This design comes from an exercise in tuning for small area on the open sky130 flow, not from production work.
Function was checked by simulation only, so behaviour that the tests miss may differ from the original.

v53:
==> flow/design.v <==
module instruction_memory #(
  parameter int          DEPTH    = 64,
  parameter int          ADDR_W   = 32,
  parameter logic [31:0] NOP_WORD = 32'h00000013
) (
  input  logic              clk,
  input  logic              rst,
  input  logic [ADDR_W-1:0] addr,
  output logic [31:0]       instruction,
  output logic              misaligned,
  output logic              out_of_range,
  input  logic              we,
  input  logic [ADDR_W-1:0] waddr,
  input  logic [31:0]       wdata,
  input  logic [3:0]        wstrb
);
  localparam int IDX_W = $clog2(DEPTH);
  function automatic logic boot_bit(input int idx, input int k);
    logic [31:0] w;
    case (idx)
      0:       w = 32'h00500093;
      1:       w = 32'h00300113;
      2:       w = 32'h002081B3;
      default: w = NOP_WORD;
    endcase
    boot_bit = w[k];
  endfunction
  logic [DEPTH*32-1:0] r_mem;
  logic                r_phase;
  logic             w_rd_in_range;
  logic             w_wr_in_range;
  logic [3:0]       w_lane;
  logic [DEPTH-1:0] w_word;
  logic [DEPTH-1:0] w_rsel;
  logic [31:0]      w_d0;
  logic [31:0]      w_d1;
  logic [31:0]      w_c0n;
  logic [31:0]      w_c1n;
  logic [31:0]      w_rd;
  logic             w_rd_phase;
  logic             w_unused;
  assign w_rd_in_range = ~|addr[ADDR_W-1:IDX_W+2];
  assign w_wr_in_range = ~|waddr[ADDR_W-1:IDX_W+2];
  assign w_unused      = &{1'b0, waddr[1:0]};
  assign misaligned   = |addr[1:0];
  assign out_of_range = ~w_rd_in_range;
  always_ff @(posedge clk) r_phase <= ~r_phase & ~rst;
  assign w_lane = ({4{we & w_wr_in_range}} & wstrb) | {4{rst}};
  assign w_d0   = wdata & {32{~rst}};
  assign w_d1   = wdata | {32{rst}};
  assign w_c0n  = ~(w_d0 ^ {32{~r_phase & ~rst}});
  assign w_c1n  = ~(w_d1 ^ {32{~r_phase & ~rst}});
  for (genvar i = 0; i < DEPTH; i++) begin : g_dec
    assign w_word[i] = (waddr[IDX_W+1:2] == IDX_W'(i)) | rst;
    assign w_rsel[i] = (addr[IDX_W+1:2] == IDX_W'(i)) & w_rd_in_range;
  end
  for (genvar i = 0; i < DEPTH; i++) begin : g_word
    for (genvar b = 0; b < 4; b++) begin : g_lane
      logic w_s;
      logic w_ns;
      im_lane u_lane (.w(w_word[i]), .l(w_lane[b]), .s(w_s), .ns(w_ns));
      for (genvar k = 8*b; k < 8*b+8; k++) begin : g_bit
        localparam logic BOOT = boot_bit(i, k);
        logic w_next;
        im_cell u_cell (
          .q(r_mem[32*i+k]), .s(w_s), .ns(w_ns),
          .cn(BOOT ? w_c1n[k] : w_c0n[k]), .d(w_next)
        );
        always_ff @(posedge clk) r_mem[32*i+k] <= w_next;
      end
    end
  end
  for (genvar k = 0; k < 32; k++) begin : g_rd
    logic [DEPTH-1:0] w_col;
    for (genvar i = 0; i < DEPTH; i++) begin : g_c
      assign w_col[i] = r_mem[32*i+k];
    end
    im_rdbit u_rd (.d(w_col), .s(w_rsel), .y(w_rd[k]));
  end
  assign w_rd_phase  = r_phase & w_rd_in_range;
  assign instruction = (w_rd ^ {32{w_rd_phase}}) | (NOP_WORD & {32{~w_rd_in_range}});
endmodule
module im_lane (
  input  logic w,
  input  logic l,
  output logic s,
  output logic ns
);
  logic w_ns;
  im_nand2 u_nand (.a(w), .b(l), .y(w_ns));
  im_inv   u_inv  (.a(w_ns), .y(s));
  assign ns = w_ns;
endmodule
module im_inv (
  input  logic a,
  output logic y
);
  assign y = ~a;
endmodule
module im_nand2 (
  input  logic a,
  input  logic b,
  output logic y
);
  assign y = ~(a & b);
endmodule
module im_nand3 (
  input  logic a,
  input  logic b,
  input  logic c,
  output logic y
);
  assign y = ~(a & b & c);
endmodule
module im_nand4 (
  input  logic a,
  input  logic b,
  input  logic c,
  input  logic d,
  output logic y
);
  assign y = ~(a & b & c & d);
endmodule
module im_nor2 (
  input  logic a,
  input  logic b,
  output logic y
);
  assign y = ~(a | b);
endmodule
module im_nor3 (
  input  logic a,
  input  logic b,
  input  logic c,
  output logic y
);
  assign y = ~(a | b | c);
endmodule
module im_aoi22 (
  input  logic [1:0] d,
  input  logic [1:0] s,
  output logic       y
);
  assign y = ~|(d & s);
endmodule
module im_aoi222 (
  input  logic [2:0] d,
  input  logic [2:0] s,
  output logic       y
);
  assign y = ~|(d & s);
endmodule
module im_cell (
  input  logic q,
  input  logic s,
  input  logic ns,
  input  logic cn,
  output logic d
);
  assign d = ~((q | s) & (cn | ns));
endmodule
module im_rdbit (
  input  logic [63:0] d,
  input  logic [63:0] s,
  output logic        y
);
  logic [21:0] w_l1;
  logic [5:0]  w_l2;
  logic [2:0]  w_l3;
  for (genvar g = 0; g < 21; g++) begin : g_a3
    im_aoi222 u_a (.d(d[3*g +: 3]), .s(s[3*g +: 3]), .y(w_l1[g]));
  end
  im_nand2 u_a21 (.a(d[63]), .b(s[63]), .y(w_l1[21]));
  im_nand4 u_n0 (.a(w_l1[0]),  .b(w_l1[1]),  .c(w_l1[2]),  .d(w_l1[3]),  .y(w_l2[0]));
  im_nand4 u_n1 (.a(w_l1[4]),  .b(w_l1[5]),  .c(w_l1[6]),  .d(w_l1[7]),  .y(w_l2[1]));
  im_nand4 u_n2 (.a(w_l1[8]),  .b(w_l1[9]),  .c(w_l1[10]), .d(w_l1[11]), .y(w_l2[2]));
  im_nand4 u_n3 (.a(w_l1[12]), .b(w_l1[13]), .c(w_l1[14]), .d(w_l1[15]), .y(w_l2[3]));
  im_nand3 u_n4 (.a(w_l1[16]), .b(w_l1[17]), .c(w_l1[18]), .y(w_l2[4]));
  im_nand3 u_n5 (.a(w_l1[19]), .b(w_l1[20]), .c(w_l1[21]), .y(w_l2[5]));
  im_nor2 u_o0 (.a(w_l2[0]), .b(w_l2[1]), .y(w_l3[0]));
  im_nor2 u_o1 (.a(w_l2[2]), .b(w_l2[3]), .y(w_l3[1]));
  im_nor2 u_o2 (.a(w_l2[4]), .b(w_l2[5]), .y(w_l3[2]));
  im_nand3 u_f (.a(w_l3[0]), .b(w_l3[1]), .c(w_l3[2]), .y(y));
endmodule
Settings: LEC_CHECK=0, CAP_MARGIN=20, CORE_MARGIN=2, CORE_UTILIZATION=60, CTS_CLUSTER_DIAMETER=100, CTS_CLUSTER_SIZE=25, SLEW_MARGIN=20, SYNTH_HIERARCHICAL=1, SYNTH_MINIMUM_KEEP_SIZE=0; clock period 10.0 ns.
run.sh (not shown) runs the stock make flow with config.mk's settings and CLKGATE_MAP_FILE= SYNTH_SCRIPT=/design/flow/synth_recipe.tcl, a recipe that flattens the netlist after the stock synthesis.
Per the final summary, v53 finished and its layout is clean on timing, DRC and antenna.
Relative to v53, the following input files were edited for v52:
==> flow/flow/run.sh (new file) <==
#!/bin/bash
# The standard layout (the standard.sh, all stages), except that the port
# buffers that global placement puts on every input and output are the
# smallest buffer cell rather than the one buffer_ports picks by default.
set -euo pipefail
export BUFFER_PORTS_ARGS="-buffer_cell sky130_fd_sc_hd__buf_1"
bash standard.sh > standard.log 2>&1
==> flow/standard.sh (new file) <==
#!/bin/bash
# synth_recipe.tcl (not shown) runs the flow's synth.tcl, then flattens the netlist and writes it again
# the make line also repeats each setting of config.mk as NAME=value (left out here)
make -C /OpenROAD-flow-scripts/flow DESIGN_CONFIG=/design/flow/config.mk WORK_HOME=/design/flow/orfs CLKGATE_MAP_FILE= SYNTH_SCRIPT=/design/flow/synth_recipe.tcl "${@:-finish}"
removed: flow/run.sh
--- outcome ---
- v53 → v52: cell area after layout now smaller; proportion of cell area occupied by multi-input gates saw an increase; met1 routed wirelength after detailed routing picked up an extra 0.64%.
- [v52] layout-stage area growth over the synthesis result fell 1.4 points relative to v53
- Summary of v52 over v53: met3 layer usage reported by global route went down, number of clock-tree buffers in the layout went down, slew at the pin closest to its max-slew limit went down.
- NOTE placed wire-length estimate after detailed placement v53->v52 decreased slightly
- v52 — via count about 0.7% lower, v53 as reference
What v20 does differently from v52 at the input level:
==> flow/run.sh (new file) <==
#!/bin/bash
# synth_recipe.tcl (not shown) runs the flow's synth.tcl, then flattens the netlist and writes it again
# the make line also repeats each setting of config.mk as NAME=value (left out here)
make -C /OpenROAD-flow-scripts/flow DESIGN_CONFIG=/design/flow/config.mk WORK_HOME=/design/flow/orfs CLKGATE_MAP_FILE= SYNTH_SCRIPT=/design/flow/synth_recipe.tcl finish
--- a/flow/config.mk
+++ b/flow/config.mk
@@ -9,5 +9,3 @@
 export CORE_MARGIN = 2
-export CORE_UTILIZATION = 60
-export CTS_CLUSTER_DIAMETER = 100
-export CTS_CLUSTER_SIZE = 25
+export CORE_UTILIZATION = 40
 export SLEW_MARGIN = 20
removed: flow/flow/run.sh
removed: flow/standard.sh
--- outcome ---
Changes observed in v20 relative to v52: number of antenna cells inserted saw a decrease, number of buffer and inverter instances along the worst setup path decreased by 1 relative to the old numbers, worst setup slack -0.51 ns, standard cell core area increased by 50% relative to the old numbers, number of antenna-violating nets in the routed design about even.
Higher via count goes to v20 over v52.
Run comparison: v20 timing endpoint of the critical path instruction[31]; v52 timing endpoint of the critical path instruction[10]
Shortest period the worst path allows: v20 > v52
Input changes introduced in v36 (baseline for comparison: v20):
--- a/flow/config.mk
+++ b/flow/config.mk
@@ -9,3 +9,5 @@
 export CORE_MARGIN = 2
-export CORE_UTILIZATION = 40
+export CORE_UTILIZATION = 60
+export CTS_CLUSTER_DIAMETER = 100
+export CTS_CLUSTER_SIZE = 30
 export SLEW_MARGIN = 20
Findings:
Of v36 and v20, the higher fraction of the cycle the final worst path needs belongs to v36. The post-detailed-routing wire length reported for v36 is smaller than that of v20 by 11 mm. Comparing v36 and v20, the lower number of detailed-routing iterations run before antenna repair was measured on v20. Diff v20..v36 | flip-flop and latch count | unchanged. Of v36 and v20, the run reporting the lower hold slack was v20.

==> what the ideal ports hide <==
In the flow no input, the clock included, has a driving cell. The finished layouts below were timed again as built, in two steps. Step 1 assumes that a clkbuf_16 drives the clock port and a buf_2 every other input. Step 2, shift: input delay + t, output delay - t, t = (earliest + latest rising clock arrival at the registers) / 2. This alone moves slack from input paths to output paths. a / b / c = ideal ports / drivers / drivers and shift; a / b = the first two.
run | shift t [ns] | setup WS [ns] | latest minus earliest clock arrival (ns) | worst data-port slew with drivers (ns)
v53 | 0.802 | 0.938 / 0.902 / 0.902 | 0.030 / 0.030 | 0.19
v52 | 0.792 | 1.596 / 1.569 / 1.569 | 0.035 / 0.035 | 0.19
v20 | 0.915 | 1.082 / 1.059 / 1.059 | 0.045 / 0.045 | 0.24
v36 | 0.782 | 0.973 / 0.934 / 0.934 | 0.026 / 0.027 | 0.20
After both steps every run listed still meets setup and hold. For v36, which loses most, drivers alone change the setup slack by -0.039 ns; drivers and shift together by -0.039 ns.
